From an optimization exercise on the open Yosys and OpenROAD flow, aimed at a short achievable clock period, few clock cycles per item and low power; shortcuts taken in it are not production practice. Function was not checked in any run shown here: the RTL went through the layout flow alone. Power and IR drop assume default switching activity.

==> flow/design.v (outline; a module is shown in full before it is edited, if it fits) <==
// module fp_round: 91 lines
// module fmul_pipe: 2144 lines
module fmul_pipe
#(
    parameter int EXP   = 8,
    parameter int FRAC  = 23,
    parameter int WIDTH = EXP + FRAC + 1
) (
    input  logic              clk,
    input  logic              rst,
    input  logic              in_valid,
    output logic              in_ready,
    input  logic [WIDTH-1:0]  a,
    input  logic [WIDTH-1:0]  b,
    input  logic [1:0]        round_mode,
    output logic              out_valid,
    input  logic              out_ready,
    output logic [WIDTH-1:0]  r,
    output logic [NFLAGS-1:0] flags
);
  // ...
==> flow/run.sh <==
#!/bin/bash
# synth_recipe.tcl (not shown) runs the flow's synth.tcl, then flattens the netlist and writes it again
# the make line also repeats each setting of config.mk as NAME=value (left out here)
make -C /OpenROAD-flow-scripts/flow DESIGN_CONFIG=/design/flow/config.mk WORK_HOME=/design/flow/orfs CLKGATE_MAP_FILE= SYNTH_SCRIPT=/design/flow/synth_recipe.tcl finish
==> flow/config.mk <==
export PLATFORM = sky130hd
export DESIGN_NAME = fmul_pipe
export DESIGN_NICKNAME = fmul_pipe
export VERILOG_FILES = /design/flow/design.v
export SDC_FILE = /design/flow/constraint.sdc
export NUM_CORES = 4
export LEC_CHECK = 0
export CAP_MARGIN = 20
export CORE_MARGIN = 2
export CORE_UTILIZATION = 40
export SETUP_SLACK_MARGIN = 4.9
export SLEW_MARGIN = 20
==> flow/constraint.sdc <==
create_clock -name core_clock -period 8.0 [get_ports {clk}]
set_input_delay 1.6000 -clock core_clock [delete_from_list [all_inputs] [get_ports {clk}]]
set_output_delay 1.6000 -clock core_clock [all_outputs]
set_load 0.01 [all_outputs]
==> results.json, run 1 <==
{
  "outcome": "no timing/DRC/antenna violations",
  "hp-class": "reg2reg",
  "drive_gt1_frac": 0.255,
  "slowest_delay_ns": 0.63,
  "die_h_um": 304,
  "layout_common_cells": "fa_1 (418), inv_1 (407), and2_1 (350)",
  "synth-compound-area-share": 0.0851,
  "routed_wl_mm": 106,
  "cts_buffers": 57,
  "ir_worst_vdd_uv": 376,
  "clock-sinks": 505,
  "place_congestion": 0.852,
  "clock_cell_area_share": 0.0444,
  "start_util": 0.405,
  "inverters": 445,
  "synth_top_area_frac": 0.273,
  "root_buffer": "clkbuf_16",
  "initialDrtViolationCount": 1632,
  "gr-max-usage-layer": "met2",
  "drc": 0,
  "antenna_found_initial": 4,
  "nonClkBufAreaFrac": 0.0931,
  "place_area_um2": 38700,
  "nClkBuffers": 73,
  "grt_use_total": 0.227,
  "yosysWarnings": 3,
  "p_per_area_nw_per_um2": 402,
  "powerSeq_w": 0.00420,
  "synth_top_family_by_area": "adder cells",
  "worstSetupStartpoint": "qC_19_2"
}
==> module fp_round, before the edit <==
module fp_round (
    input  logic        i_sign,
    input  logic        i_rne,      
    input  logic        i_dirup,    
    input  logic        i_spec,     
    input  logic        i_nan,
    input  logic        i_inf,
    input  logic [9:0]  i_e0,       
    input  logic [26:0] i_p,
    input  logic        i_stl,
    output logic [31:0] o_res,
    output logic [4:0]  o_flags
);
    logic signed [9:0] e0;
    logic [7:0]  i_ex0, i_ex1, i_ex2;
    logic        i_uf0, i_uf1, i_of0, i_of1, i_of2;
    assign e0    = i_e0;
    assign i_ex0 = e0[7:0];
    assign i_ex1 = e0[7:0] + 8'd1;
    assign i_ex2 = e0[7:0] + 8'd2;
    assign i_uf0 = (e0 <= 0);
    assign i_uf1 = (e0 < 0);
    assign i_of0 = (e0 >= 255);
    assign i_of1 = (e0 >= 254);
    assign i_of2 = (e0 >= 253);
    logic        hi;
    logic [22:0] m1, m0, inc1, inc0, mr1, mr0;
    logic        g1, r1, s1, g0, r0, s0, nx1, nx0, up1, up0, all1, all0, cy1, cy0;
    assign hi  = i_p[26];
    assign m1  = i_p[25:3];
    assign g1  = i_p[2];
    assign r1  = i_p[1];
    assign s1  = i_p[0] | i_stl;
    assign m0  = i_p[24:2];
    assign g0  = i_p[1];
    assign r0  = i_p[0];
    assign s0  = i_stl;
    assign nx1 = g1 | r1 | s1;
    assign nx0 = g0 | r0 | s0;
    assign up1 = i_rne ? (g1 & (r1 | s1 | m1[0])) : (i_dirup & nx1);
    assign up0 = i_rne ? (g0 & (r0 | s0 | m0[0])) : (i_dirup & nx0);
    always_comb begin
        for (int k = 0; k < 23; k++) begin
            inc1[k] = m1[k] ^ (&(m1 | ~((23'd1 << k) - 23'd1)));
            inc0[k] = m0[k] ^ (&(m0 | ~((23'd1 << k) - 23'd1)));
        end
    end
    assign all1 = &m1;
    assign all0 = &m0;
    assign cy1  = up1 & all1;
    assign cy0  = up0 & all0;
    assign mr1  = up1 ? inc1 : m1;
    assign mr0  = up0 ? inc0 : m0;
    logic        nx, uf, of;
    logic [7:0]  ex;
    logic [22:0] fr;
    assign nx = hi ? nx1 : nx0;
    assign fr = hi ? mr1 : mr0;
    assign uf = hi ? i_uf1 : i_uf0;
    always_comb begin
        case ({hi, hi ? cy1 : cy0})
            2'b00:   begin ex = i_ex0; of = i_of0; end
            2'b11:   begin ex = i_ex2; of = i_of2; end
            default: begin ex = i_ex1; of = i_of1; end
        endcase
    end
    always_comb begin
        o_flags = 5'd0;
        if (i_spec) begin
            if (i_nan) begin
                o_res = 32'h7FC00000;
                o_flags[FLAG_NV] = 1'b1;
            end else if (i_inf) begin
                o_res = {i_sign, 8'hFF, 23'd0};
            end else begin
                o_res = {i_sign, 31'd0};
            end
        end else if (uf) begin
            o_res = {i_sign, 31'd0};
            o_flags[FLAG_UF] = 1'b1;
            o_flags[FLAG_NX] = 1'b1;
        end else if (of) begin
            o_res = (i_rne | i_dirup) ? {i_sign, 8'hFF, 23'd0} : {i_sign, 8'hFE, 23'h7FFFFF};
            o_flags[FLAG_OF] = 1'b1;
            o_flags[FLAG_NX] = 1'b1;
        end else begin
            o_res = {i_sign, ex, fr};
            o_flags[FLAG_NX] = nx;
        end
    end
endmodule
==> run 2, diff against run 1 <==
--- a/flow/design.v
+++ b/flow/design.v
@@ -22,34 +22,29 @@
 import fp_pkg::*;
 module fp_round (
     input  logic        i_sign,
     input  logic        i_rne,      
     input  logic        i_dirup,    
     input  logic        i_spec,     
     input  logic        i_nan,
     input  logic        i_inf,
-    input  logic [9:0]  i_e0,       
+    input  logic [7:0]  i_ex0,
+    input  logic [7:0]  i_ex1,
+    input  logic [7:0]  i_ex2,
+    input  logic        i_uf0,
+    input  logic        i_uf1,
+    input  logic        i_of0,
+    input  logic        i_of1,
+    input  logic        i_of2,
     input  logic [26:0] i_p,
     input  logic        i_stl,
     output logic [31:0] o_res,
     output logic [4:0]  o_flags
 );
-    logic signed [9:0] e0;
-    logic [7:0]  i_ex0, i_ex1, i_ex2;
-    logic        i_uf0, i_uf1, i_of0, i_of1, i_of2;
-    assign e0    = i_e0;
-    assign i_ex0 = e0[7:0];
-    assign i_ex1 = e0[7:0] + 8'd1;
-    assign i_ex2 = e0[7:0] + 8'd2;
-    assign i_uf0 = (e0 <= 0);
-    assign i_uf1 = (e0 < 0);
-    assign i_of0 = (e0 >= 255);
-    assign i_of1 = (e0 >= 254);
-    assign i_of2 = (e0 >= 253);
     logic        hi;
     logic [22:0] m1, m0, inc1, inc0, mr1, mr0;
     logic        g1, r1, s1, g0, r0, s0, nx1, nx0, up1, up0, all1, all0, cy1, cy0;
     assign hi  = i_p[26];
     assign m1  = i_p[25:3];
     assign g1  = i_p[2];
     assign r1  = i_p[1];
     assign s1  = i_p[0] | i_stl;
@@ -162,40 +157,36 @@
         end
     end
     logic w_rne, w_dirup;
     assign w_rne   = (round_mode == 2'd0);
     assign w_dirup = (round_mode == 2'd3 & ~(a[31] ^ b[31])) | (round_mode == 2'd2 & (a[31] ^ b[31]));
     logic [23:0] nma, nmb;
     assign nma = ma << lza;
     assign nmb = mb << lzb;
+    logic [9:0] w_e0;
+    assign w_e0 = w_esum - 10'(lza) - 10'(lzb);
     logic v0;
     always_ff @(posedge clk or posedge rst)
         if (rst) v0 <= 1'b0;
         else v0 <= acc;
-    logic [9:0] esum_B;
-    always_ff @(posedge clk) esum_B <= w_esum;
-    logic [4:0] lza_B;
-    always_ff @(posedge clk) lza_B <= lza;
-    logic [4:0] lzb_B;
-    always_ff @(posedge clk) lzb_B <= lzb;
     logic sgn_B;
     always_ff @(posedge clk) sgn_B <= a[31] ^ b[31];
     logic rne_B;
     always_ff @(posedge clk) rne_B <= w_rne;
     logic dirup_B;
     always_ff @(posedge clk) dirup_B <= w_dirup;
     logic spec_B;
     always_ff @(posedge clk) spec_B <= w_spec;
     logic nan_B;
     always_ff @(posedge clk) nan_B <= w_nan;
     logic inf_B;
     always_ff @(posedge clk) inf_B <= w_inf;
     logic [9:0] e0_B;
-    assign e0_B = esum_B - 10'(lza_B) - 10'(lzb_B);
+    always_ff @(posedge clk) e0_B <= w_e0;
     logic [22:0] xa_B;
     always_ff @(posedge clk) xa_B <= nma[22:0];
     logic [22:0] xb_B;
     always_ff @(posedge clk) xb_B <= nmb[22:0];
     logic t1, t2;
     assign t1 = (xa_B[0] & xb_B[19]) ^ (xa_B[1] & xb_B[18]);
     assign t2 = (xa_B[0] & xb_B[19]) & (xa_B[1] & xb_B[18]);
     logic t3, t4;
@@ -1450,651 +1441,281 @@
     assign t835 = t684 ^ (xa_B[20] & xb_B[22]) ^ (xa_B[21] & xb_B[21]);
     assign t836 = (t684 & (xa_B[20] & xb_B[22])) | (t684 & (xa_B[21] & xb_B[21])) | ((xa_B[20] & xb_B[22]) & (xa_B[21] & xb_B[21]));
     logic t837, t838;
     assign t837 = (xa_B[22] & xb_B[20]) ^ xa_B[19] ^ xb_B[19];
     assign t838 = ((xa_B[22] & xb_B[20]) & xa_B[19]) | ((xa_B[22] & xb_B[20]) & xb_B[19]) | (xa_B[19] & xb_B[19]);
     logic t839, t840;
     assign t839 = (xa_B[21] & xb_B[22]) ^ (xa_B[22] & xb_B[21]) ^ xa_B[20];
     assign t840 = ((xa_B[21] & xb_B[22]) & (xa_B[22] & xb_B[21])) | ((xa_B[21] & xb_B[22]) & xa_B[20]) | ((xa_B[22] & xb_B[21]) & xa_B[20]);
-    logic v1;
-    always_ff @(posedge clk or posedge rst)
-        if (rst) v1 <= 1'b0;
-        else v1 <= v0;
-    logic qC_0_0;
-    always_ff @(posedge clk) qC_0_0 <= (xa_B[0] & xb_B[0]);
-    logic qC_1_0;
-    always_ff @(posedge clk) qC_1_0 <= (xa_B[0] & xb_B[1]);
-    logic qC_1_1;
-    always_ff @(posedge clk) qC_1_1 <= (xa_B[1] & xb_B[0]);
-    logic qC_2_0;
-    always_ff @(posedge clk) qC_2_0 <= (xa_B[0] & xb_B[2]);
-    logic qC_2_1;
-    always_ff @(posedge clk) qC_2_1 <= (xa_B[1] & xb_B[1]);
-    logic qC_2_2;
-    always_ff @(posedge clk) qC_2_2 <= (xa_B[2] & xb_B[0]);
-    logic qC_3_0;
-    always_ff @(posedge clk) qC_3_0 <= (xa_B[0] & xb_B[3]);
-    logic qC_3_1;
-    always_ff @(posedge clk) qC_3_1 <= (xa_B[1] & xb_B[2]);
-    logic qC_3_2;
-    always_ff @(posedge clk) qC_3_2 <= (xa_B[2] & xb_B[1]);
-    logic qC_3_3;
-    always_ff @(posedge clk) qC_3_3 <= (xa_B[3] & xb_B[0]);
-    logic qC_4_0;
-    always_ff @(posedge clk) qC_4_0 <= t685;
-    logic qC_4_1;
-    always_ff @(posedge clk) qC_4_1 <= (xa_B[2] & xb_B[2]);
-    logic qC_4_2;
-    always_ff @(posedge clk) qC_4_2 <= (xa_B[3] & xb_B[1]);
-    logic qC_4_3;
-    always_ff @(posedge clk) qC_4_3 <= (xa_B[4] & xb_B[0]);
-    logic qC_5_0;
-    always_ff @(posedge clk) qC_5_0 <= t686;
-    logic qC_5_1;
-    always_ff @(posedge clk) qC_5_1 <= t687;
-    logic qC_5_2;
-    always_ff @(posedge clk) qC_5_2 <= t689;
-    logic qC_5_3;
-    always_ff @(posedge clk) qC_5_3 <= (xa_B[5] & xb_B[0]);
-    logic qC_6_0;
-    always_ff @(posedge clk) qC_6_0 <= t688;
-    logic qC_6_1;
-    always_ff @(posedge clk) qC_6_1 <= t690;
-    logic qC_6_2;
-    always_ff @(posedge clk) qC_6_2 <= t691;
-    logic qC_6_3;
-    always_ff @(posedge clk) qC_6_3 <= t693;
-    logic qC_7_0;
-    always_ff @(posedge clk) qC_7_0 <= t692;
-    logic qC_7_1;
-    always_ff @(posedge clk) qC_7_1 <= t694;
-    logic qC_7_2;
-    always_ff @(posedge clk) qC_7_2 <= t695;
-    logic qC_7_3;
-    always_ff @(posedge clk) qC_7_3 <= t697;
-    logic qC_8_0;
-    always_ff @(posedge clk) qC_8_0 <= t696;
-    logic qC_8_1;
-    always_ff @(posedge clk) qC_8_1 <= t698;
-    logic qC_8_2;
-    always_ff @(posedge clk) qC_8_2 <= t699;
-    logic qC_8_3;
-    always_ff @(posedge clk) qC_8_3 <= t701;
-    logic qC_9_0;
-    always_ff @(posedge clk) qC_9_0 <= t700;
-    logic qC_9_1;
-    always_ff @(posedge clk) qC_9_1 <= t702;
-    logic qC_9_2;
-    always_ff @(posedge clk) qC_9_2 <= t703;
-    logic qC_9_3;
-    always_ff @(posedge clk) qC_9_3 <= t705;
-    logic qC_10_0;
-    always_ff @(posedge clk) qC_10_0 <= t704;
-    logic qC_10_1;
-    always_ff @(posedge clk) qC_10_1 <= t706;
-    logic qC_10_2;
-    always_ff @(posedge clk) qC_10_2 <= t707;
-    logic qC_10_3;
-    always_ff @(posedge clk) qC_10_3 <= t709;
-    logic qC_11_0;
-    always_ff @(posedge clk) qC_11_0 <= t708;
-    logic qC_11_1;
-    always_ff @(posedge clk) qC_11_1 <= t710;
-    logic qC_11_2;
-    always_ff @(posedge clk) qC_11_2 <= t711;
-    logic qC_11_3;
-    always_ff @(posedge clk) qC_11_3 <= t713;
-    logic qC_12_0;
-    always_ff @(posedge clk) qC_12_0 <= t712;
-    logic qC_12_1;
-    always_ff @(posedge clk) qC_12_1 <= t714;
-    logic qC_12_2;
-    always_ff @(posedge clk) qC_12_2 <= t715;
-    logic qC_12_3;
-    always_ff @(posedge clk) qC_12_3 <= t717;
-    logic qC_13_0;
-    always_ff @(posedge clk) qC_13_0 <= t716;
-    logic qC_13_1;
-    always_ff @(posedge clk) qC_13_1 <= t718;
-    logic qC_13_2;
-    always_ff @(posedge clk) qC_13_2 <= t719;
-    logic qC_13_3;
-    always_ff @(posedge clk) qC_13_3 <= t721;
-    logic qC_14_0;
-    always_ff @(posedge clk) qC_14_0 <= t720;
-    logic qC_14_1;
-    always_ff @(posedge clk) qC_14_1 <= t722;
-    logic qC_14_2;
-    always_ff @(posedge clk) qC_14_2 <= t723;
-    logic qC_14_3;
-    always_ff @(posedge clk) qC_14_3 <= t725;
-    logic qC_15_0;
-    always_ff @(posedge clk) qC_15_0 <= t724;
-    logic qC_15_1;
-    always_ff @(posedge clk) qC_15_1 <= t726;
-    logic qC_15_2;
-    always_ff @(posedge clk) qC_15_2 <= t727;
-    logic qC_15_3;
-    always_ff @(posedge clk) qC_15_3 <= t729;
-    logic qC_16_0;
-    always_ff @(posedge clk) qC_16_0 <= t728;
-    logic qC_16_1;
-    always_ff @(posedge clk) qC_16_1 <= t730;
-    logic qC_16_2;
-    always_ff @(posedge clk) qC_16_2 <= t731;
-    logic qC_16_3;
-    always_ff @(posedge clk) qC_16_3 <= t733;
-    logic qC_17_0;
-    always_ff @(posedge clk) qC_17_0 <= t732;
-    logic qC_17_1;
-    always_ff @(posedge clk) qC_17_1 <= t734;
-    logic qC_17_2;
-    always_ff @(posedge clk) qC_17_2 <= t735;
-    logic qC_17_3;
-    always_ff @(posedge clk) qC_17_3 <= t737;
-    logic qC_18_0;
-    always_ff @(posedge clk) qC_18_0 <= t736;
-    logic qC_18_1;
-    always_ff @(posedge clk) qC_18_1 <= t738;
-    logic qC_18_2;
-    always_ff @(posedge clk) qC_18_2 <= t739;
-    logic qC_18_3;
-    always_ff @(posedge clk) qC_18_3 <= t741;
-    logic qC_19_0;
-    always_ff @(posedge clk) qC_19_0 <= t740;
-    logic qC_19_1;
-    always_ff @(posedge clk) qC_19_1 <= t742;
-    logic qC_19_2;
-    always_ff @(posedge clk) qC_19_2 <= t743;
-    logic qC_19_3;
-    always_ff @(posedge clk) qC_19_3 <= t745;
-    logic qC_20_0;
-    always_ff @(posedge clk) qC_20_0 <= t744;
-    logic qC_20_1;
-    always_ff @(posedge clk) qC_20_1 <= t746;
-    logic qC_20_2;
-    always_ff @(posedge clk) qC_20_2 <= t747;
-    logic qC_20_3;
-    always_ff @(posedge clk) qC_20_3 <= t749;
-    logic qC_21_0;
-    always_ff @(posedge clk) qC_21_0 <= t748;
-    logic qC_21_1;
-    always_ff @(posedge clk) qC_21_1 <= t750;
-    logic qC_21_2;
-    always_ff @(posedge clk) qC_21_2 <= t751;
-    logic qC_21_3;
-    always_ff @(posedge clk) qC_21_3 <= t753;
-    logic qC_22_0;
-    always_ff @(posedge clk) qC_22_0 <= t752;
-    logic qC_22_1;
-    always_ff @(posedge clk) qC_22_1 <= t754;
-    logic qC_22_2;
-    always_ff @(posedge clk) qC_22_2 <= t755;
-    logic qC_22_3;
-    always_ff @(posedge clk) qC_22_3 <= t757;
-    logic qC_23_0;
-    always_ff @(posedge clk) qC_23_0 <= t756;
-    logic qC_23_1;
-    always_ff @(posedge clk) qC_23_1 <= t758;
-    logic qC_23_2;
-    always_ff @(posedge clk) qC_23_2 <= t759;
-    logic qC_23_3;
-    always_ff @(posedge clk) qC_23_3 <= t761;
-    logic qC_24_0;
-    always_ff @(posedge clk) qC_24_0 <= t760;
-    logic qC_24_1;
-    always_ff @(posedge clk) qC_24_1 <= t762;
-    logic qC_24_2;
-    always_ff @(posedge clk) qC_24_2 <= t763;
-    logic qC_24_3;
-    always_ff @(posedge clk) qC_24_3 <= t765;
-    logic qC_25_0;
-    always_ff @(posedge clk) qC_25_0 <= t764;
-    logic qC_25_1;
-    always_ff @(posedge clk) qC_25_1 <= t766;
-    logic qC_25_2;
-    always_ff @(posedge clk) qC_25_2 <= t767;
-    logic qC_25_3;
-    always_ff @(posedge clk) qC_25_3 <= t769;
-    logic qC_26_0;
-    always_ff @(posedge clk) qC_26_0 <= t768;
-    logic qC_26_1;
-    always_ff @(posedge clk) qC_26_1 <= t770;
-    logic qC_26_2;
-    always_ff @(posedge clk) qC_26_2 <= t771;
-    logic qC_26_3;
-    always_ff @(posedge clk) qC_26_3 <= t773;
-    logic qC_27_0;
-    always_ff @(posedge clk) qC_27_0 <= t772;
-    logic qC_27_1;
-    always_ff @(posedge clk) qC_27_1 <= t774;
-    logic qC_27_2;
-    always_ff @(posedge clk) qC_27_2 <= t775;
-    logic qC_27_3;
-    always_ff @(posedge clk) qC_27_3 <= t777;
-    logic qC_28_0;
-    always_ff @(posedge clk) qC_28_0 <= t776;
-    logic qC_28_1;
-    always_ff @(posedge clk) qC_28_1 <= t778;
-    logic qC_28_2;
-    always_ff @(posedge clk) qC_28_2 <= t779;
-    logic qC_28_3;
-    always_ff @(posedge clk) qC_28_3 <= t781;
-    logic qC_29_0;
-    always_ff @(posedge clk) qC_29_0 <= t780;
-    logic qC_29_1;
-    always_ff @(posedge clk) qC_29_1 <= t782;
-    logic qC_29_2;
-    always_ff @(posedge clk) qC_29_2 <= t783;
-    logic qC_29_3;
-    always_ff @(posedge clk) qC_29_3 <= t785;
-    logic qC_30_0;
-    always_ff @(posedge clk) qC_30_0 <= t784;
-    logic qC_30_1;
-    always_ff @(posedge clk) qC_30_1 <= t786;
-    logic qC_30_2;
-    always_ff @(posedge clk) qC_30_2 <= t787;
-    logic qC_30_3;
-    always_ff @(posedge clk) qC_30_3 <= t789;
-    logic qC_31_0;
-    always_ff @(posedge clk) qC_31_0 <= t788;
-    logic qC_31_1;
-    always_ff @(posedge clk) qC_31_1 <= t790;
-    logic qC_31_2;
-    always_ff @(posedge clk) qC_31_2 <= t791;
-    logic qC_31_3;
-    always_ff @(posedge clk) qC_31_3 <= t793;
-    logic qC_32_0;
-    always_ff @(posedge clk) qC_32_0 <= t792;
-    logic qC_32_1;
-    always_ff @(posedge clk) qC_32_1 <= t794;
-    logic qC_32_2;
-    always_ff @(posedge clk) qC_32_2 <= t795;
-    logic qC_32_3;
-    always_ff @(posedge clk) qC_32_3 <= t797;
-    logic qC_33_0;
-    always_ff @(posedge clk) qC_33_0 <= t796;
-    logic qC_33_1;
-    always_ff @(posedge clk) qC_33_1 <= t798;
-    logic qC_33_2;
-    always_ff @(posedge clk) qC_33_2 <= t799;
-    logic qC_33_3;
-    always_ff @(posedge clk) qC_33_3 <= t801;
-    logic qC_34_0;
-    always_ff @(posedge clk) qC_34_0 <= t800;
-    logic qC_34_1;
-    always_ff @(posedge clk) qC_34_1 <= t802;
-    logic qC_34_2;
-    always_ff @(posedge clk) qC_34_2 <= t803;
-    logic qC_34_3;
-    always_ff @(posedge clk) qC_34_3 <= t805;
-    logic qC_35_0;
-    always_ff @(posedge clk) qC_35_0 <= t804;
-    logic qC_35_1;
-    always_ff @(posedge clk) qC_35_1 <= t806;
-    logic qC_35_2;
-    always_ff @(posedge clk) qC_35_2 <= t807;
-    logic qC_35_3;
-    always_ff @(posedge clk) qC_35_3 <= t809;
-    logic qC_36_0;
-    always_ff @(posedge clk) qC_36_0 <= t808;
-    logic qC_36_1;
-    always_ff @(posedge clk) qC_36_1 <= t810;
-    logic qC_36_2;
-    always_ff @(posedge clk) qC_36_2 <= t811;
-    logic qC_36_3;
-    always_ff @(posedge clk) qC_36_3 <= t813;
-    logic qC_37_0;
-    always_ff @(posedge clk) qC_37_0 <= t812;
-    logic qC_37_1;
-    always_ff @(posedge clk) qC_37_1 <= t814;
-    logic qC_37_2;
-    always_ff @(posedge clk) qC_37_2 <= t815;
-    logic qC_37_3;
-    always_ff @(posedge clk) qC_37_3 <= t817;
-    logic qC_38_0;
-    always_ff @(posedge clk) qC_38_0 <= t816;
-    logic qC_38_1;
-    always_ff @(posedge clk) qC_38_1 <= t818;
-    logic qC_38_2;
-    always_ff @(posedge clk) qC_38_2 <= t819;
-    logic qC_38_3;
-    always_ff @(posedge clk) qC_38_3 <= t821;
-    logic qC_39_0;
-    always_ff @(posedge clk) qC_39_0 <= t820;
-    logic qC_39_1;
-    always_ff @(posedge clk) qC_39_1 <= t822;
-    logic qC_39_2;
-    always_ff @(posedge clk) qC_39_2 <= t823;
-    logic qC_39_3;
-    always_ff @(posedge clk) qC_39_3 <= t825;
-    logic qC_40_0;
-    always_ff @(posedge clk) qC_40_0 <= t824;
-    logic qC_40_1;
-    always_ff @(posedge clk) qC_40_1 <= t826;
-    logic qC_40_2;
-    always_ff @(posedge clk) qC_40_2 <= t827;
-    logic qC_40_3;
-    always_ff @(posedge clk) qC_40_3 <= t829;
-    logic qC_41_0;
-    always_ff @(posedge clk) qC_41_0 <= t828;
-    logic qC_41_1;
-    always_ff @(posedge clk) qC_41_1 <= t830;
-    logic qC_41_2;
-    always_ff @(posedge clk) qC_41_2 <= t831;
-    logic qC_41_3;
-    always_ff @(posedge clk) qC_41_3 <= t833;
-    logic qC_42_0;
-    always_ff @(posedge clk) qC_42_0 <= t832;
-    logic qC_42_1;
-    always_ff @(posedge clk) qC_42_1 <= t834;
-    logic qC_42_2;
-    always_ff @(posedge clk) qC_42_2 <= t835;
-    logic qC_42_3;
-    always_ff @(posedge clk) qC_42_3 <= t837;
-    logic qC_43_0;
-    always_ff @(posedge clk) qC_43_0 <= t836;
-    logic qC_43_1;
-    always_ff @(posedge clk) qC_43_1 <= t838;
-    logic qC_43_2;
-    always_ff @(posedge clk) qC_43_2 <= t839;
-    logic qC_43_3;
-    always_ff @(posedge clk) qC_43_3 <= xb_B[20];
-    logic qC_44_0;
-    always_ff @(posedge clk) qC_44_0 <= t840;
-    logic qC_44_1;
-    always_ff @(posedge clk) qC_44_1 <= (xa_B[22] & xb_B[22]);
-    logic qC_44_2;
-    always_ff @(posedge clk) qC_44_2 <= xa_B[21];
-    logic qC_44_3;
-    always_ff @(posedge clk) qC_44_3 <= xb_B[21];
-    logic qC_45_0;
-    always_ff @(posedge clk) qC_45_0 <= xa_B[22];
-    logic qC_45_1;
-    always_ff @(posedge clk) qC_45_1 <= xb_B[22];
-    logic sgn_C;
-    always_ff @(posedge clk) sgn_C <= sgn_B;
-    logic rne_C;
-    always_ff @(posedge clk) rne_C <= rne_B;
-    logic dirup_C;
-    always_ff @(posedge clk) dirup_C <= dirup_B;
-    logic spec_C;
-    always_ff @(posedge clk) spec_C <= spec_B;
-    logic nan_C;
-    always_ff @(posedge clk) nan_C <= nan_B;
-    logic inf_C;
-    always_ff @(posedge clk) inf_C <= inf_B;
-    logic [9:0] e0_C;
-    always_ff @(posedge clk) e0_C <= e0_B;
     logic t841, t842;
-    assign t841 = qC_3_0 ^ qC_3_1;
-    assign t842 = qC_3_0 & qC_3_1;
+    assign t841 = (xa_B[0] & xb_B[3]) ^ (xa_B[1] & xb_B[2]);
+    assign t842 = (xa_B[0] & xb_B[3]) & (xa_B[1] & xb_B[2]);
     logic t843, t844;
-    assign t843 = qC_4_0 ^ qC_4_1 ^ qC_4_2;
-    assign t844 = (qC_4_0 & qC_4_1) | (qC_4_0 & qC_4_2) | (qC_4_1 & qC_4_2);
+    assign t843 = t685 ^ (xa_B[2] & xb_B[2]) ^ (xa_B[3] & xb_B[1]);
+    assign t844 = (t685 & (xa_B[2] & xb_B[2])) | (t685 & (xa_B[3] & xb_B[1])) | ((xa_B[2] & xb_B[2]) & (xa_B[3] & xb_B[1]));
     logic t845, t846;
-    assign t845 = qC_5_0 ^ qC_5_1 ^ qC_5_2;
-    assign t846 = (qC_5_0 & qC_5_1) | (qC_5_0 & qC_5_2) | (qC_5_1 & qC_5_2);
+    assign t845 = t686 ^ t687 ^ t689;
+    assign t846 = (t686 & t687) | (t686 & t689) | (t687 & t689);
     logic t847, t848;
-    assign t847 = qC_6_0 ^ qC_6_1 ^ qC_6_2;
-    assign t848 = (qC_6_0 & qC_6_1) | (qC_6_0 & qC_6_2) | (qC_6_1 & qC_6_2);
+    assign t847 = t688 ^ t690 ^ t691;
+    assign t848 = (t688 & t690) | (t688 & t691) | (t690 & t691);
     logic t849, t850;
-    assign t849 = qC_7_0 ^ qC_7_1 ^ qC_7_2;
-    assign t850 = (qC_7_0 & qC_7_1) | (qC_7_0 & qC_7_2) | (qC_7_1 & qC_7_2);
+    assign t849 = t692 ^ t694 ^ t695;
+    assign t850 = (t692 & t694) | (t692 & t695) | (t694 & t695);
     logic t851, t852;
-    assign t851 = qC_8_0 ^ qC_8_1 ^ qC_8_2;
-    assign t852 = (qC_8_0 & qC_8_1) | (qC_8_0 & qC_8_2) | (qC_8_1 & qC_8_2);
+    assign t851 = t696 ^ t698 ^ t699;
+    assign t852 = (t696 & t698) | (t696 & t699) | (t698 & t699);
     logic t853, t854;
-    assign t853 = qC_9_0 ^ qC_9_1 ^ qC_9_2;
-    assign t854 = (qC_9_0 & qC_9_1) | (qC_9_0 & qC_9_2) | (qC_9_1 & qC_9_2);
+    assign t853 = t700 ^ t702 ^ t703;
+    assign t854 = (t700 & t702) | (t700 & t703) | (t702 & t703);
     logic t855, t856;
-    assign t855 = qC_10_0 ^ qC_10_1 ^ qC_10_2;
-    assign t856 = (qC_10_0 & qC_10_1) | (qC_10_0 & qC_10_2) | (qC_10_1 & qC_10_2);
+    assign t855 = t704 ^ t706 ^ t707;
+    assign t856 = (t704 & t706) | (t704 & t707) | (t706 & t707);
     logic t857, t858;
-    assign t857 = qC_11_0 ^ qC_11_1 ^ qC_11_2;
-    assign t858 = (qC_11_0 & qC_11_1) | (qC_11_0 & qC_11_2) | (qC_11_1 & qC_11_2);
+    assign t857 = t708 ^ t710 ^ t711;
+    assign t858 = (t708 & t710) | (t708 & t711) | (t710 & t711);
     logic t859, t860;
-    assign t859 = qC_12_0 ^ qC_12_1 ^ qC_12_2;
-    assign t860 = (qC_12_0 & qC_12_1) | (qC_12_0 & qC_12_2) | (qC_12_1 & qC_12_2);
+    assign t859 = t712 ^ t714 ^ t715;
+    assign t860 = (t712 & t714) | (t712 & t715) | (t714 & t715);
     logic t861, t862;
-    assign t861 = qC_13_0 ^ qC_13_1 ^ qC_13_2;
-    assign t862 = (qC_13_0 & qC_13_1) | (qC_13_0 & qC_13_2) | (qC_13_1 & qC_13_2);
+    assign t861 = t716 ^ t718 ^ t719;
+    assign t862 = (t716 & t718) | (t716 & t719) | (t718 & t719);
     logic t863, t864;
-    assign t863 = qC_14_0 ^ qC_14_1 ^ qC_14_2;
-    assign t864 = (qC_14_0 & qC_14_1) | (qC_14_0 & qC_14_2) | (qC_14_1 & qC_14_2);
+    assign t863 = t720 ^ t722 ^ t723;
+    assign t864 = (t720 & t722) | (t720 & t723) | (t722 & t723);
     logic t865, t866;
-    assign t865 = qC_15_0 ^ qC_15_1 ^ qC_15_2;
-    assign t866 = (qC_15_0 & qC_15_1) | (qC_15_0 & qC_15_2) | (qC_15_1 & qC_15_2);
+    assign t865 = t724 ^ t726 ^ t727;
+    assign t866 = (t724 & t726) | (t724 & t727) | (t726 & t727);
     logic t867, t868;
-    assign t867 = qC_16_0 ^ qC_16_1 ^ qC_16_2;
-    assign t868 = (qC_16_0 & qC_16_1) | (qC_16_0 & qC_16_2) | (qC_16_1 & qC_16_2);
+    assign t867 = t728 ^ t730 ^ t731;
+    assign t868 = (t728 & t730) | (t728 & t731) | (t730 & t731);
     logic t869, t870;
-    assign t869 = qC_17_0 ^ qC_17_1 ^ qC_17_2;
-    assign t870 = (qC_17_0 & qC_17_1) | (qC_17_0 & qC_17_2) | (qC_17_1 & qC_17_2);
+    assign t869 = t732 ^ t734 ^ t735;
+    assign t870 = (t732 & t734) | (t732 & t735) | (t734 & t735);
     logic t871, t872;
-    assign t871 = qC_18_0 ^ qC_18_1 ^ qC_18_2;
-    assign t872 = (qC_18_0 & qC_18_1) | (qC_18_0 & qC_18_2) | (qC_18_1 & qC_18_2);
+    assign t871 = t736 ^ t738 ^ t739;
+    assign t872 = (t736 & t738) | (t736 & t739) | (t738 & t739);
     logic t873, t874;
-    assign t873 = qC_19_0 ^ qC_19_1 ^ qC_19_2;
-    assign t874 = (qC_19_0 & qC_19_1) | (qC_19_0 & qC_19_2) | (qC_19_1 & qC_19_2);
+    assign t873 = t740 ^ t742 ^ t743;
+    assign t874 = (t740 & t742) | (t740 & t743) | (t742 & t743);
     logic t875, t876;
-    assign t875 = qC_20_0 ^ qC_20_1 ^ qC_20_2;
-    assign t876 = (qC_20_0 & qC_20_1) | (qC_20_0 & qC_20_2) | (qC_20_1 & qC_20_2);
+    assign t875 = t744 ^ t746 ^ t747;
+    assign t876 = (t744 & t746) | (t744 & t747) | (t746 & t747);
     logic t877, t878;
-    assign t877 = qC_21_0 ^ qC_21_1 ^ qC_21_2;
-    assign t878 = (qC_21_0 & qC_21_1) | (qC_21_0 & qC_21_2) | (qC_21_1 & qC_21_2);
+    assign t877 = t748 ^ t750 ^ t751;
+    assign t878 = (t748 & t750) | (t748 & t751) | (t750 & t751);
     logic t879, t880;
-    assign t879 = qC_22_0 ^ qC_22_1 ^ qC_22_2;
-    assign t880 = (qC_22_0 & qC_22_1) | (qC_22_0 & qC_22_2) | (qC_22_1 & qC_22_2);
+    assign t879 = t752 ^ t754 ^ t755;
+    assign t880 = (t752 & t754) | (t752 & t755) | (t754 & t755);
     logic t881, t882;
-    assign t881 = qC_23_0 ^ qC_23_1 ^ qC_23_2;
-    assign t882 = (qC_23_0 & qC_23_1) | (qC_23_0 & qC_23_2) | (qC_23_1 & qC_23_2);
+    assign t881 = t756 ^ t758 ^ t759;
+    assign t882 = (t756 & t758) | (t756 & t759) | (t758 & t759);
     logic t883, t884;
-    assign t883 = qC_24_0 ^ qC_24_1 ^ qC_24_2;
-    assign t884 = (qC_24_0 & qC_24_1) | (qC_24_0 & qC_24_2) | (qC_24_1 & qC_24_2);
+    assign t883 = t760 ^ t762 ^ t763;
+    assign t884 = (t760 & t762) | (t760 & t763) | (t762 & t763);
     logic t885, t886;
-    assign t885 = qC_25_0 ^ qC_25_1 ^ qC_25_2;
-    assign t886 = (qC_25_0 & qC_25_1) | (qC_25_0 & qC_25_2) | (qC_25_1 & qC_25_2);
+    assign t885 = t764 ^ t766 ^ t767;
+    assign t886 = (t764 & t766) | (t764 & t767) | (t766 & t767);
     logic t887, t888;
-    assign t887 = qC_26_0 ^ qC_26_1 ^ qC_26_2;
-    assign t888 = (qC_26_0 & qC_26_1) | (qC_26_0 & qC_26_2) | (qC_26_1 & qC_26_2);
+    assign t887 = t768 ^ t770 ^ t771;
+    assign t888 = (t768 & t770) | (t768 & t771) | (t770 & t771);
     logic t889, t890;
-    assign t889 = qC_27_0 ^ qC_27_1 ^ qC_27_2;
-    assign t890 = (qC_27_0 & qC_27_1) | (qC_27_0 & qC_27_2) | (qC_27_1 & qC_27_2);
+    assign t889 = t772 ^ t774 ^ t775;
+    assign t890 = (t772 & t774) | (t772 & t775) | (t774 & t775);
     logic t891, t892;
-    assign t891 = qC_28_0 ^ qC_28_1 ^ qC_28_2;
-    assign t892 = (qC_28_0 & qC_28_1) | (qC_28_0 & qC_28_2) | (qC_28_1 & qC_28_2);
+    assign t891 = t776 ^ t778 ^ t779;
+    assign t892 = (t776 & t778) | (t776 & t779) | (t778 & t779);
     logic t893, t894;
-    assign t893 = qC_29_0 ^ qC_29_1 ^ qC_29_2;
-    assign t894 = (qC_29_0 & qC_29_1) | (qC_29_0 & qC_29_2) | (qC_29_1 & qC_29_2);
+    assign t893 = t780 ^ t782 ^ t783;
+    assign t894 = (t780 & t782) | (t780 & t783) | (t782 & t783);
     logic t895, t896;
-    assign t895 = qC_30_0 ^ qC_30_1 ^ qC_30_2;
-    assign t896 = (qC_30_0 & qC_30_1) | (qC_30_0 & qC_30_2) | (qC_30_1 & qC_30_2);
+    assign t895 = t784 ^ t786 ^ t787;
+    assign t896 = (t784 & t786) | (t784 & t787) | (t786 & t787);
     logic t897, t898;
-    assign t897 = qC_31_0 ^ qC_31_1 ^ qC_31_2;
-    assign t898 = (qC_31_0 & qC_31_1) | (qC_31_0 & qC_31_2) | (qC_31_1 & qC_31_2);
+    assign t897 = t788 ^ t790 ^ t791;
+    assign t898 = (t788 & t790) | (t788 & t791) | (t790 & t791);
     logic t899, t900;
-    assign t899 = qC_32_0 ^ qC_32_1 ^ qC_32_2;
-    assign t900 = (qC_32_0 & qC_32_1) | (qC_32_0 & qC_32_2) | (qC_32_1 & qC_32_2);
+    assign t899 = t792 ^ t794 ^ t795;
+    assign t900 = (t792 & t794) | (t792 & t795) | (t794 & t795);
     logic t901, t902;
-    assign t901 = qC_33_0 ^ qC_33_1 ^ qC_33_2;
-    assign t902 = (qC_33_0 & qC_33_1) | (qC_33_0 & qC_33_2) | (qC_33_1 & qC_33_2);
+    assign t901 = t796 ^ t798 ^ t799;
+    assign t902 = (t796 & t798) | (t796 & t799) | (t798 & t799);
     logic t903, t904;
-    assign t903 = qC_34_0 ^ qC_34_1 ^ qC_34_2;
-    assign t904 = (qC_34_0 & qC_34_1) | (qC_34_0 & qC_34_2) | (qC_34_1 & qC_34_2);
+    assign t903 = t800 ^ t802 ^ t803;
+    assign t904 = (t800 & t802) | (t800 & t803) | (t802 & t803);
     logic t905, t906;
-    assign t905 = qC_35_0 ^ qC_35_1 ^ qC_35_2;
-    assign t906 = (qC_35_0 & qC_35_1) | (qC_35_0 & qC_35_2) | (qC_35_1 & qC_35_2);
+    assign t905 = t804 ^ t806 ^ t807;
+    assign t906 = (t804 & t806) | (t804 & t807) | (t806 & t807);
     logic t907, t908;
-    assign t907 = qC_36_0 ^ qC_36_1 ^ qC_36_2;
-    assign t908 = (qC_36_0 & qC_36_1) | (qC_36_0 & qC_36_2) | (qC_36_1 & qC_36_2);
+    assign t907 = t808 ^ t810 ^ t811;
+    assign t908 = (t808 & t810) | (t808 & t811) | (t810 & t811);
     logic t909, t910;
-    assign t909 = qC_37_0 ^ qC_37_1 ^ qC_37_2;
-    assign t910 = (qC_37_0 & qC_37_1) | (qC_37_0 & qC_37_2) | (qC_37_1 & qC_37_2);
+    assign t909 = t812 ^ t814 ^ t815;
+    assign t910 = (t812 & t814) | (t812 & t815) | (t814 & t815);
     logic t911, t912;
-    assign t911 = qC_38_0 ^ qC_38_1 ^ qC_38_2;
-    assign t912 = (qC_38_0 & qC_38_1) | (qC_38_0 & qC_38_2) | (qC_38_1 & qC_38_2);
+    assign t911 = t816 ^ t818 ^ t819;
+    assign t912 = (t816 & t818) | (t816 & t819) | (t818 & t819);
     logic t913, t914;
-    assign t913 = qC_39_0 ^ qC_39_1 ^ qC_39_2;
-    assign t914 = (qC_39_0 & qC_39_1) | (qC_39_0 & qC_39_2) | (qC_39_1 & qC_39_2);
+    assign t913 = t820 ^ t822 ^ t823;
+    assign t914 = (t820 & t822) | (t820 & t823) | (t822 & t823);
     logic t915, t916;
-    assign t915 = qC_40_0 ^ qC_40_1 ^ qC_40_2;
-    assign t916 = (qC_40_0 & qC_40_1) | (qC_40_0 & qC_40_2) | (qC_40_1 & qC_40_2);
+    assign t915 = t824 ^ t826 ^ t827;
+    assign t916 = (t824 & t826) | (t824 & t827) | (t826 & t827);
     logic t917, t918;
-    assign t917 = qC_41_0 ^ qC_41_1 ^ qC_41_2;
-    assign t918 = (qC_41_0 & qC_41_1) | (qC_41_0 & qC_41_2) | (qC_41_1 & qC_41_2);
+    assign t917 = t828 ^ t830 ^ t831;
+    assign t918 = (t828 & t830) | (t828 & t831) | (t830 & t831);
     logic t919, t920;
-    assign t919 = qC_42_0 ^ qC_42_1 ^ qC_42_2;
-    assign t920 = (qC_42_0 & qC_42_1) | (qC_42_0 & qC_42_2) | (qC_42_1 & qC_42_2);
+    assign t919 = t832 ^ t834 ^ t835;
+    assign t920 = (t832 & t834) | (t832 & t835) | (t834 & t835);
     logic t921, t922;
-    assign t921 = qC_43_0 ^ qC_43_1 ^ qC_43_2;
-    assign t922 = (qC_43_0 & qC_43_1) | (qC_43_0 & qC_43_2) | (qC_43_1 & qC_43_2);
+    assign t921 = t836 ^ t838 ^ t839;
+    assign t922 = (t836 & t838) | (t836 & t839) | (t838 & t839);
     logic t923, t924;
-    assign t923 = qC_44_0 ^ qC_44_1 ^ qC_44_2;
-    assign t924 = (qC_44_0 & qC_44_1) | (qC_44_0 & qC_44_2) | (qC_44_1 & qC_44_2);
+    assign t923 = t840 ^ (xa_B[22] & xb_B[22]) ^ xa_B[21];
+    assign t924 = (t840 & (xa_B[22] & xb_B[22])) | (t840 & xa_B[21]) | ((xa_B[22] & xb_B[22]) & xa_B[21]);
     logic t925, t926;
-    assign t925 = qC_2_0 ^ qC_2_1;
-    assign t926 = qC_2_0 & qC_2_1;
+    assign t925 = (xa_B[0] & xb_B[2]) ^ (xa_B[1] & xb_B[1]);
+    assign t926 = (xa_B[0] & xb_B[2]) & (xa_B[1] & xb_B[1]);
     logic t927, t928;
-    assign t927 = t841 ^ qC_3_2 ^ qC_3_3;
-    assign t928 = (t841 & qC_3_2) | (t841 & qC_3_3) | (qC_3_2 & qC_3_3);
+    assign t927 = t841 ^ (xa_B[2] & xb_B[1]) ^ (xa_B[3] & xb_B[0]);
+    assign t928 = (t841 & (xa_B[2] & xb_B[1])) | (t841 & (xa_B[3] & xb_B[0])) | ((xa_B[2] & xb_B[1]) & (xa_B[3] & xb_B[0]));
     logic t929, t930;
-    assign t929 = t842 ^ t843 ^ qC_4_3;
-    assign t930 = (t842 & t843) | (t842 & qC_4_3) | (t843 & qC_4_3);
+    assign t929 = t842 ^ t843 ^ (xa_B[4] & xb_B[0]);
+    assign t930 = (t842 & t843) | (t842 & (xa_B[4] & xb_B[0])) | (t843 & (xa_B[4] & xb_B[0]));
     logic t931, t932;
-    assign t931 = t844 ^ t845 ^ qC_5_3;
-    assign t932 = (t844 & t845) | (t844 & qC_5_3) | (t845 & qC_5_3);
+    assign t931 = t844 ^ t845 ^ (xa_B[5] & xb_B[0]);
+    assign t932 = (t844 & t845) | (t844 & (xa_B[5] & xb_B[0])) | (t845 & (xa_B[5] & xb_B[0]));
     logic t933, t934;
-    assign t933 = t846 ^ t847 ^ qC_6_3;
-    assign t934 = (t846 & t847) | (t846 & qC_6_3) | (t847 & qC_6_3);
+    assign t933 = t846 ^ t847 ^ t693;
+    assign t934 = (t846 & t847) | (t846 & t693) | (t847 & t693);
     logic t935, t936;
-    assign t935 = t848 ^ t849 ^ qC_7_3;
-    assign t936 = (t848 & t849) | (t848 & qC_7_3) | (t849 & qC_7_3);
+    assign t935 = t848 ^ t849 ^ t697;
+    assign t936 = (t848 & t849) | (t848 & t697) | (t849 & t697);
     logic t937, t938;
-    assign t937 = t850 ^ t851 ^ qC_8_3;
-    assign t938 = (t850 & t851) | (t850 & qC_8_3) | (t851 & qC_8_3);
+    assign t937 = t850 ^ t851 ^ t701;
+    assign t938 = (t850 & t851) | (t850 & t701) | (t851 & t701);
     logic t939, t940;
-    assign t939 = t852 ^ t853 ^ qC_9_3;
-    assign t940 = (t852 & t853) | (t852 & qC_9_3) | (t853 & qC_9_3);
+    assign t939 = t852 ^ t853 ^ t705;
+    assign t940 = (t852 & t853) | (t852 & t705) | (t853 & t705);
     logic t941, t942;
-    assign t941 = t854 ^ t855 ^ qC_10_3;
-    assign t942 = (t854 & t855) | (t854 & qC_10_3) | (t855 & qC_10_3);
+    assign t941 = t854 ^ t855 ^ t709;
+    assign t942 = (t854 & t855) | (t854 & t709) | (t855 & t709);
     logic t943, t944;
-    assign t943 = t856 ^ t857 ^ qC_11_3;
-    assign t944 = (t856 & t857) | (t856 & qC_11_3) | (t857 & qC_11_3);
+    assign t943 = t856 ^ t857 ^ t713;
+    assign t944 = (t856 & t857) | (t856 & t713) | (t857 & t713);
     logic t945, t946;
-    assign t945 = t858 ^ t859 ^ qC_12_3;
-    assign t946 = (t858 & t859) | (t858 & qC_12_3) | (t859 & qC_12_3);
+    assign t945 = t858 ^ t859 ^ t717;
+    assign t946 = (t858 & t859) | (t858 & t717) | (t859 & t717);
     logic t947, t948;
-    assign t947 = t860 ^ t861 ^ qC_13_3;
-    assign t948 = (t860 & t861) | (t860 & qC_13_3) | (t861 & qC_13_3);
+    assign t947 = t860 ^ t861 ^ t721;
+    assign t948 = (t860 & t861) | (t860 & t721) | (t861 & t721);
     logic t949, t950;
-    assign t949 = t862 ^ t863 ^ qC_14_3;
-    assign t950 = (t862 & t863) | (t862 & qC_14_3) | (t863 & qC_14_3);
+    assign t949 = t862 ^ t863 ^ t725;
+    assign t950 = (t862 & t863) | (t862 & t725) | (t863 & t725);
     logic t951, t952;
-    assign t951 = t864 ^ t865 ^ qC_15_3;
-    assign t952 = (t864 & t865) | (t864 & qC_15_3) | (t865 & qC_15_3);
+    assign t951 = t864 ^ t865 ^ t729;
+    assign t952 = (t864 & t865) | (t864 & t729) | (t865 & t729);
     logic t953, t954;
-    assign t953 = t866 ^ t867 ^ qC_16_3;
-    assign t954 = (t866 & t867) | (t866 & qC_16_3) | (t867 & qC_16_3);
+    assign t953 = t866 ^ t867 ^ t733;
+    assign t954 = (t866 & t867) | (t866 & t733) | (t867 & t733);
     logic t955, t956;
-    assign t955 = t868 ^ t869 ^ qC_17_3;
-    assign t956 = (t868 & t869) | (t868 & qC_17_3) | (t869 & qC_17_3);
+    assign t955 = t868 ^ t869 ^ t737;
+    assign t956 = (t868 & t869) | (t868 & t737) | (t869 & t737);
     logic t957, t958;
-    assign t957 = t870 ^ t871 ^ qC_18_3;
-    assign t958 = (t870 & t871) | (t870 & qC_18_3) | (t871 & qC_18_3);
+    assign t957 = t870 ^ t871 ^ t741;
+    assign t958 = (t870 & t871) | (t870 & t741) | (t871 & t741);
     logic t959, t960;
-    assign t959 = t872 ^ t873 ^ qC_19_3;
-    assign t960 = (t872 & t873) | (t872 & qC_19_3) | (t873 & qC_19_3);
+    assign t959 = t872 ^ t873 ^ t745;
+    assign t960 = (t872 & t873) | (t872 & t745) | (t873 & t745);
     logic t961, t962;
-    assign t961 = t874 ^ t875 ^ qC_20_3;
-    assign t962 = (t874 & t875) | (t874 & qC_20_3) | (t875 & qC_20_3);
+    assign t961 = t874 ^ t875 ^ t749;
+    assign t962 = (t874 & t875) | (t874 & t749) | (t875 & t749);
     logic t963, t964;
-    assign t963 = t876 ^ t877 ^ qC_21_3;
-    assign t964 = (t876 & t877) | (t876 & qC_21_3) | (t877 & qC_21_3);
+    assign t963 = t876 ^ t877 ^ t753;
+    assign t964 = (t876 & t877) | (t876 & t753) | (t877 & t753);
     logic t965, t966;
-    assign t965 = t878 ^ t879 ^ qC_22_3;
-    assign t966 = (t878 & t879) | (t878 & qC_22_3) | (t879 & qC_22_3);
+    assign t965 = t878 ^ t879 ^ t757;
+    assign t966 = (t878 & t879) | (t878 & t757) | (t879 & t757);
     logic t967, t968;
-    assign t967 = t880 ^ t881 ^ qC_23_3;
-    assign t968 = (t880 & t881) | (t880 & qC_23_3) | (t881 & qC_23_3);
+    assign t967 = t880 ^ t881 ^ t761;
+    assign t968 = (t880 & t881) | (t880 & t761) | (t881 & t761);
     logic t969, t970;
-    assign t969 = t882 ^ t883 ^ qC_24_3;
-    assign t970 = (t882 & t883) | (t882 & qC_24_3) | (t883 & qC_24_3);
+    assign t969 = t882 ^ t883 ^ t765;
+    assign t970 = (t882 & t883) | (t882 & t765) | (t883 & t765);
     logic t971, t972;
-    assign t971 = t884 ^ t885 ^ qC_25_3;
-    assign t972 = (t884 & t885) | (t884 & qC_25_3) | (t885 & qC_25_3);
+    assign t971 = t884 ^ t885 ^ t769;
+    assign t972 = (t884 & t885) | (t884 & t769) | (t885 & t769);
     logic t973, t974;
-    assign t973 = t886 ^ t887 ^ qC_26_3;
-    assign t974 = (t886 & t887) | (t886 & qC_26_3) | (t887 & qC_26_3);
+    assign t973 = t886 ^ t887 ^ t773;
+    assign t974 = (t886 & t887) | (t886 & t773) | (t887 & t773);
     logic t975, t976;
-    assign t975 = t888 ^ t889 ^ qC_27_3;
-    assign t976 = (t888 & t889) | (t888 & qC_27_3) | (t889 & qC_27_3);
+    assign t975 = t888 ^ t889 ^ t777;
+    assign t976 = (t888 & t889) | (t888 & t777) | (t889 & t777);
     logic t977, t978;
-    assign t977 = t890 ^ t891 ^ qC_28_3;
-    assign t978 = (t890 & t891) | (t890 & qC_28_3) | (t891 & qC_28_3);
+    assign t977 = t890 ^ t891 ^ t781;
+    assign t978 = (t890 & t891) | (t890 & t781) | (t891 & t781);
     logic t979, t980;
-    assign t979 = t892 ^ t893 ^ qC_29_3;
-    assign t980 = (t892 & t893) | (t892 & qC_29_3) | (t893 & qC_29_3);
+    assign t979 = t892 ^ t893 ^ t785;
+    assign t980 = (t892 & t893) | (t892 & t785) | (t893 & t785);
     logic t981, t982;
-    assign t981 = t894 ^ t895 ^ qC_30_3;
-    assign t982 = (t894 & t895) | (t894 & qC_30_3) | (t895 & qC_30_3);
+    assign t981 = t894 ^ t895 ^ t789;
+    assign t982 = (t894 & t895) | (t894 & t789) | (t895 & t789);
     logic t983, t984;
-    assign t983 = t896 ^ t897 ^ qC_31_3;
-    assign t984 = (t896 & t897) | (t896 & qC_31_3) | (t897 & qC_31_3);
+    assign t983 = t896 ^ t897 ^ t793;
+    assign t984 = (t896 & t897) | (t896 & t793) | (t897 & t793);
     logic t985, t986;
-    assign t985 = t898 ^ t899 ^ qC_32_3;
-    assign t986 = (t898 & t899) | (t898 & qC_32_3) | (t899 & qC_32_3);
+    assign t985 = t898 ^ t899 ^ t797;
+    assign t986 = (t898 & t899) | (t898 & t797) | (t899 & t797);
     logic t987, t988;
-    assign t987 = t900 ^ t901 ^ qC_33_3;
-    assign t988 = (t900 & t901) | (t900 & qC_33_3) | (t901 & qC_33_3);
+    assign t987 = t900 ^ t901 ^ t801;
+    assign t988 = (t900 & t901) | (t900 & t801) | (t901 & t801);
     logic t989, t990;
-    assign t989 = t902 ^ t903 ^ qC_34_3;
-    assign t990 = (t902 & t903) | (t902 & qC_34_3) | (t903 & qC_34_3);
+    assign t989 = t902 ^ t903 ^ t805;
+    assign t990 = (t902 & t903) | (t902 & t805) | (t903 & t805);
     logic t991, t992;
-    assign t991 = t904 ^ t905 ^ qC_35_3;
-    assign t992 = (t904 & t905) | (t904 & qC_35_3) | (t905 & qC_35_3);
+    assign t991 = t904 ^ t905 ^ t809;
+    assign t992 = (t904 & t905) | (t904 & t809) | (t905 & t809);
     logic t993, t994;
-    assign t993 = t906 ^ t907 ^ qC_36_3;
-    assign t994 = (t906 & t907) | (t906 & qC_36_3) | (t907 & qC_36_3);
+    assign t993 = t906 ^ t907 ^ t813;
+    assign t994 = (t906 & t907) | (t906 & t813) | (t907 & t813);
     logic t995, t996;
-    assign t995 = t908 ^ t909 ^ qC_37_3;
-    assign t996 = (t908 & t909) | (t908 & qC_37_3) | (t909 & qC_37_3);
+    assign t995 = t908 ^ t909 ^ t817;
+    assign t996 = (t908 & t909) | (t908 & t817) | (t909 & t817);
     logic t997, t998;
-    assign t997 = t910 ^ t911 ^ qC_38_3;
-    assign t998 = (t910 & t911) | (t910 & qC_38_3) | (t911 & qC_38_3);
+    assign t997 = t910 ^ t911 ^ t821;
+    assign t998 = (t910 & t911) | (t910 & t821) | (t911 & t821);
     logic t999, t1000;
-    assign t999 = t912 ^ t913 ^ qC_39_3;
-    assign t1000 = (t912 & t913) | (t912 & qC_39_3) | (t913 & qC_39_3);
+    assign t999 = t912 ^ t913 ^ t825;
+    assign t1000 = (t912 & t913) | (t912 & t825) | (t913 & t825);
     logic t1001, t1002;
-    assign t1001 = t914 ^ t915 ^ qC_40_3;
-    assign t1002 = (t914 & t915) | (t914 & qC_40_3) | (t915 & qC_40_3);
+    assign t1001 = t914 ^ t915 ^ t829;
+    assign t1002 = (t914 & t915) | (t914 & t829) | (t915 & t829);
     logic t1003, t1004;
-    assign t1003 = t916 ^ t917 ^ qC_41_3;
-    assign t1004 = (t916 & t917) | (t916 & qC_41_3) | (t917 & qC_41_3);
+    assign t1003 = t916 ^ t917 ^ t833;
+    assign t1004 = (t916 & t917) | (t916 & t833) | (t917 & t833);
     logic t1005, t1006;
-    assign t1005 = t918 ^ t919 ^ qC_42_3;
-    assign t1006 = (t918 & t919) | (t918 & qC_42_3) | (t919 & qC_42_3);
+    assign t1005 = t918 ^ t919 ^ t837;
+    assign t1006 = (t918 & t919) | (t918 & t837) | (t919 & t837);
     logic t1007, t1008;
-    assign t1007 = t920 ^ t921 ^ qC_43_3;
-    assign t1008 = (t920 & t921) | (t920 & qC_43_3) | (t921 & qC_43_3);
+    assign t1007 = t920 ^ t921 ^ xb_B[20];
+    assign t1008 = (t920 & t921) | (t920 & xb_B[20]) | (t921 & xb_B[20]);
     logic t1009, t1010;
-    assign t1009 = t922 ^ t923 ^ qC_44_3;
-    assign t1010 = (t922 & t923) | (t922 & qC_44_3) | (t923 & qC_44_3);
+    assign t1009 = t922 ^ t923 ^ xb_B[21];
+    assign t1010 = (t922 & t923) | (t922 & xb_B[21]) | (t923 & xb_B[21]);
     logic t1011, t1012;
-    assign t1011 = t924 ^ qC_45_0 ^ qC_45_1;
-    assign t1012 = (t924 & qC_45_0) | (t924 & qC_45_1) | (qC_45_0 & qC_45_1);
+    assign t1011 = t924 ^ xa_B[22] ^ xb_B[22];
+    assign t1012 = (t924 & xa_B[22]) | (t924 & xb_B[22]) | (xa_B[22] & xb_B[22]);
     logic [47:0] row0, row1;
-    assign row0[0] = qC_0_0;
+    assign row0[0] = (xa_B[0] & xb_B[0]);
     assign row1[0] = 1'b0;
-    assign row0[1] = qC_1_0;
-    assign row1[1] = qC_1_1;
+    assign row0[1] = (xa_B[0] & xb_B[1]);
+    assign row1[1] = (xa_B[1] & xb_B[0]);
     assign row0[2] = t925;
-    assign row1[2] = qC_2_2;
+    assign row1[2] = (xa_B[2] & xb_B[0]);
     assign row0[3] = t926;
     assign row1[3] = t927;
     assign row0[4] = t928;
     assign row1[4] = t929;
     assign row0[5] = t930;
     assign row1[5] = t931;
     assign row0[6] = t932;
     assign row1[6] = t933;
@@ -2175,49 +1796,89 @@
     assign row0[44] = t1008;
     assign row1[44] = t1009;
     assign row0[45] = t1010;
     assign row1[45] = t1011;
     assign row0[46] = t1012;
     assign row1[46] = 1'b1;
     assign row0[47] = 1'b0;
     assign row1[47] = 1'b0;
+    logic v1;
+    always_ff @(posedge clk or posedge rst)
+        if (rst) v1 <= 1'b0;
+        else v1 <= v0;
+    logic [47:0] r0_E;
+    always_ff @(posedge clk) r0_E <= row0;
+    logic [47:0] r1_E;
+    always_ff @(posedge clk) r1_E <= row1;
+    logic sgn_E;
+    always_ff @(posedge clk) sgn_E <= sgn_B;
+    logic rne_E;
+    always_ff @(posedge clk) rne_E <= rne_B;
+    logic dirup_E;
+    always_ff @(posedge clk) dirup_E <= dirup_B;
+    logic spec_E;
+    always_ff @(posedge clk) spec_E <= spec_B;
+    logic nan_E;
+    always_ff @(posedge clk) nan_E <= nan_B;
+    logic inf_E;
+    always_ff @(posedge clk) inf_E <= inf_B;
+    logic [9:0] e0_E;
+    always_ff @(posedge clk) e0_E <= e0_B;
     logic [47:0] prod;
-    assign prod = row0 + row1;
+    assign prod = r0_E + r1_E;
     logic [20:0] zx, zo;
-    assign zx = row0[20:0] ^ row1[20:0];
-    assign zo = {row0[19:0] | row1[19:0], 1'b0};
+    assign zx = r0_E[20:0] ^ r1_E[20:0];
+    assign zo = {r0_E[19:0] | r1_E[19:0], 1'b0};
+    logic [9:0] e0p1, e0p2;
+    assign e0p1 = e0_E + 10'd1;
+    assign e0p2 = e0_E + 10'd2;
     logic v2;
     always_ff @(posedge clk or posedge rst)
         if (rst) v2 <= 1'b0;
         else v2 <= v1;
     logic sgn_F;
-    always_ff @(posedge clk) sgn_F <= sgn_C;
+    always_ff @(posedge clk) sgn_F <= sgn_E;
     logic rne_F;
-    always_ff @(posedge clk) rne_F <= rne_C;
+    always_ff @(posedge clk) rne_F <= rne_E;
     logic dirup_F;
-    always_ff @(posedge clk) dirup_F <= dirup_C;
+    always_ff @(posedge clk) dirup_F <= dirup_E;
     logic spec_F;
-    always_ff @(posedge clk) spec_F <= spec_C;
+    always_ff @(posedge clk) spec_F <= spec_E;
     logic nan_F;
-    always_ff @(posedge clk) nan_F <= nan_C;
+    always_ff @(posedge clk) nan_F <= nan_E;
     logic inf_F;
-    always_ff @(posedge clk) inf_F <= inf_C;
-    logic [9:0] e0_F;
-    always_ff @(posedge clk) e0_F <= e0_C;
+    always_ff @(posedge clk) inf_F <= inf_E;
+    logic [7:0] ex0_F;
+    always_ff @(posedge clk) ex0_F <= e0_E[7:0];
+    logic [7:0] ex1_F;
+    always_ff @(posedge clk) ex1_F <= e0p1[7:0];
+    logic [7:0] ex2_F;
+    always_ff @(posedge clk) ex2_F <= e0p2[7:0];
+    logic uf0_F;
+    always_ff @(posedge clk) uf0_F <= $signed(e0_E) <= 0;
+    logic uf1_F;
+    always_ff @(posedge clk) uf1_F <= $signed(e0_E) < 0;
+    logic of0_F;
+    always_ff @(posedge clk) of0_F <= $signed(e0_E) >= 255;
+    logic of1_F;
+    always_ff @(posedge clk) of1_F <= $signed(e0_E) >= 254;
+    logic of2_F;
+    always_ff @(posedge clk) of2_F <= $signed(e0_E) >= 253;
     logic [26:0] p_F;
     always_ff @(posedge clk) p_F <= prod[47:21];
     logic stl_F;
     always_ff @(posedge clk) stl_F <= |(zx ^ zo);
     logic [31:0] x_r;
     logic [4:0]  x_f;
     fp_round u_round (
         .i_sign(sgn_F), .i_rne(rne_F), .i_dirup(dirup_F),
         .i_spec(spec_F), .i_nan(nan_F), .i_inf(inf_F),
-        .i_e0(e0_F),
+        .i_ex0(ex0_F), .i_ex1(ex1_F), .i_ex2(ex2_F),
+        .i_uf0(uf0_F), .i_uf1(uf1_F), .i_of0(of0_F), .i_of1(of1_F), .i_of2(of2_F),
         .i_p(p_F), .i_stl(stl_F),
         .o_res(x_r), .o_flags(x_f));
     localparam int NB = 4;
     localparam int K  = NB + 1;
     logic        hv;
     logic [36:0] h_q;
     logic [36:0] bq [NB];
     logic [2:0]  bcnt, rp, wp, cnt;
==> flow/config.mk (replaced) <==
export PLATFORM = sky130hd
export DESIGN_NAME = fmul_pipe
export DESIGN_NICKNAME = fmul_pipe
export VERILOG_FILES = /design/flow/design.v
export SDC_FILE = /design/flow/constraint.sdc
export NUM_CORES = 4
export LEC_CHECK = 0
export CAP_MARGIN = 20
export CORE_MARGIN = 2
export CORE_UTILIZATION = 40
export SETUP_SLACK_MARGIN = 4.5
export SLEW_MARGIN = 20
==> run 2 against run 1 <==
Design area down 0.84%. First-iteration DRC count is 46% higher. Combinational power shrank about 30%. Worst setup slack worse by 1.2 ns. Critical endpoint is now e0_B[4]. Sequential share of layout area is 3.1 points lower. Flip-flop and latch count fell by 76. Final cell count up 4.2%. Global-route usage rose by 1.7 points. Die area shrank 1.5%. Critical path type is now in2reg. Fmax decreased by 25%. Sequential power fell by about 10%. Largest power group unchanged.
==> results.json, run 2 <==
{
  "grt_first_pass_wirelength_mm": 168,
  "synth_area_um2": 35400,
  "drv_slew": 0,
  "synth_nets": 4211,
  "hold_depth": 0,
  "hp-class": "reg2reg",
  "power_leakage_nw": 20.1,
  "synth_top_area_frac": 0.280,
  "multiInputGateArea_um2": 23600,
  "routed_wl_mm": 112,
  "endpoint_kind": "register",
  "seqCellArea_um2": 10600,
  "tightest_slew_ns": 1.13,
  "dp_hpwl_mm": 64.0,
  "cts_buffers": 47,
  "finalSetupTns_ns": 0,
  "fin_util": 0.513,
  "rsz0062_at_grt": "true",
  "place_congestion": 0.845,
  "wl_per_cell_um": 21.9,
  "clock-sinks": 429,
  "final_hold_viol_count": 0,
  "synth-main-ff-cell": "dfxtp_1",
  "yosysWarnings": 3,
  "initialDrtViolationCount": 2385,
  "die_width_um": 302,
  "io_pins": 109,
  "hold_end": "rne_E",
  "outcome": "no timing/DRC/antenna violations",
  "setup_viol": 0,
  "final_common_cell": "inv_1",
  "synthArstFlopShare": 0.0396,
  "avgSynthCellArea_um2": 10.1,
  "yosysUniqueCellTypes": 90,
  "synth-compound-area-share": 0.0877,
  "slew_headroom": 0.246,
  "syn_to_final_growth_pct": 27.6,
  "clk_pin_slew_ns": 0.06,
  "synth_edf_count": 180,
  "ys_ff_latch": 429,
  "critPathArrivalTime_ns": 5.37,
  "via_count": 27000,
  "dieArea_um2": 90900,
  "syn_inst": 3514,
  "maxCapViolCount": 0,
  "period_share": 0.611,
  "root_buffer": "clkbuf_16",
  "fmax_mhz": 204,
  "p_per_area_nw_per_um2": 312,
  "die_h_um": 302,
  "largest_reg_flops": 144,
  "yosys.area_share.simple": 0.147,
  "crit_fanout": 3,
  "synth.area.top_cells": "fa_1 (28%), edfxtp_1 (15%), dfxtp_1 (13%)",
  "num_rows": 109,
  "worstSetupStartpointType": "input port",
  "cts_hold_buf": 0,
  "drc": 0,
  "drt-pass1-iter-count": 7,
  "first_global_vias": 27700,
  "grt_use_total": 0.243,
  "yosysTopAreaCell": "fa_1",
  "dp.cells": 4645,
  "crit_slowest_cell": "fa_1",
  "crit_family": "adder cells",
  "critPathRequiredTime_ns": 8.48,
  "cts_buffer_depth": 3,
  "core_um2": 88100,
  "drive_gt1_frac": 0.281,
  "reg2reg_from": "xa_B[7]",
  "synthAdderAreaFrac": 0.327,
  "synth_top_family_by_area": "adder cells",
  "clkLatencyLatePin_ns": 0.59,
  "path_cells": "buf_12, or4_4, buf_6, nor3_4, and3_4, clkinvlp_4, fa_1, fa_1, ha_4, ha_4, a21oi_4, buf_4, buf_6, buf_4, buf_4, buf_6, xnor2_1",
  "drt-vias-per-instance": 5.30,
  "r2r_setup_slack_ns": 3.61,
  "grt_max_degree": 73,
  "antenna_found_initial": 7,
  "path_buf_inv": 8,
  "slowest_delay_ns": 0.59,
  "synth_xor_area_frac": 0.0195,
  "power_w": 0.0141,
  "stdcell_count": 5090,
  "ir_worst_vdd_uv": 329,
  "min_from": "rne_B",
  "cts_tree": "done",
  "start_util": 0.402,
  "holdWs_ns": 0.327,
  "ff2ff_path_depth": 13,
  "synth_most_common_cell": "inv_1",
  "io_buffers": 107,
  "ys_top_cells_by_count": "inv_1 (706), fa_1 (496), and2_1 (373)",
  "largest_register": "bq",
  "reg_top3": "bq (144), r0_E (47), r1_E (45)",
  "layout_common_cells": "inv_1 (595), fa_1 (351), and2_1 (314)",
  "fin_nets": 4577,
  "htree_levels": 2,
  "overflow": 0,
  "r2r-end": "r1_E[29]",
  "post-route-min-period_ns": 4.89,
  "ant_nets": 0,
  "yosysSeqAreaShare": 0.296
}
==> run 2: what timing repair did <==
item / 4_1_cts / 5_1_grt
endpoints found under the setup margin: 273 / 135
pin swaps: 165 / 120
cloned: 8 / 0
resized for setup: 619 / 237
setup buffers: 295 / 48
==> run 2: routing by layer <==
| metal | vias to the layer above | global-route usage | part of all wire |
|---|---|---|---|
| met4 | 0 | 0.103 | 0.054 |
| li1 | 11800 | - | - |
| met2 | 1319 | 0.389 | 0.46 |
| met5 | - | 0 | 0 |
| met1 | 13500 | 0.323 | 0.40 |
| met3 | 366 | 0.0478 | 0.086 |
==> run 2: area by class of cell <==
cell class | instances | share of cell area
Antenna cell | 6 | 0.000332
Clock buffer | 62 | 0.0305
Clock inverter | 26 | 0.00689
Inverter | 710 | 0.0596
Multi-Input combinational cell | 2211 | 0.522
Sequential cell | 429 | 0.235
Tap cell | 1165 | 0.0323
Timing Repair Buffer | 481 | 0.114
==> run 2: worst max-delay path by stage <==
stage	start	end	cells after the start
floorplan	b[17]	e0_B[9]	20
detailed placement	b[25]	e0_B[9]	17
global route	b[16]	e0_B[9]	20
finish	b[16]	e0_B[4]	17
CTS	b[9]	e0_B[9]	20
global placement	b[14]	e0_B[9]	20
==> run 2: worst register-to-register path, stage by stage, from the launching register on <==
cell and delay [ns]:
dfxtp_4 0.48, buf_12 0.19, buf_12 0.12, nand2_4 0.04, fa_2 0.52, fa_2 0.44, fa_1 0.50, inv_2 0.04
fa_2 0.52, inv_2 0.04, fa_2 0.33, fa_2 0.54, inv_2 0.04, fa_2 0.53
==> run 2: power by group <==
part / internal (W) / switching [W]
sequential: 0.00333 / 0.000439
clock: 0.00139 / 0.000947
combinational: 0.00339 / 0.00460
total: 0.00810 / 0.00598
==> run 2: per-stage QoR <==
| stage | area [µm²] | setup WS [ns] |
|---|---|---|
| after CTS | 44100 | 3.24 |
| after detailed placement | 38300 | 1.57 |
| after global routing | 45200 | 3.03 |
| final | 45200 | 3.11 |
| after floorplan | 36800 | 2.72 |
| after global placement | 38300 | 1.59 |
==> run 2: logic make-up (layout without fill, tap and decap cells) <==
| group | Yosys count | after routing |
|---|---|---|
| AOI/OAI and AO/OA | 414 | 414 |
| buffers and inverters | 876 | 1279 |
| xor gates and xnor gates | 79 | 79 |
| muxes | 86 | 86 |
| other | 1 | 7 |
| and+or+nand+nor | 1002 | 1004 |
| DFF | 429 | 429 |
| adders and majority gates | 627 | 627 |
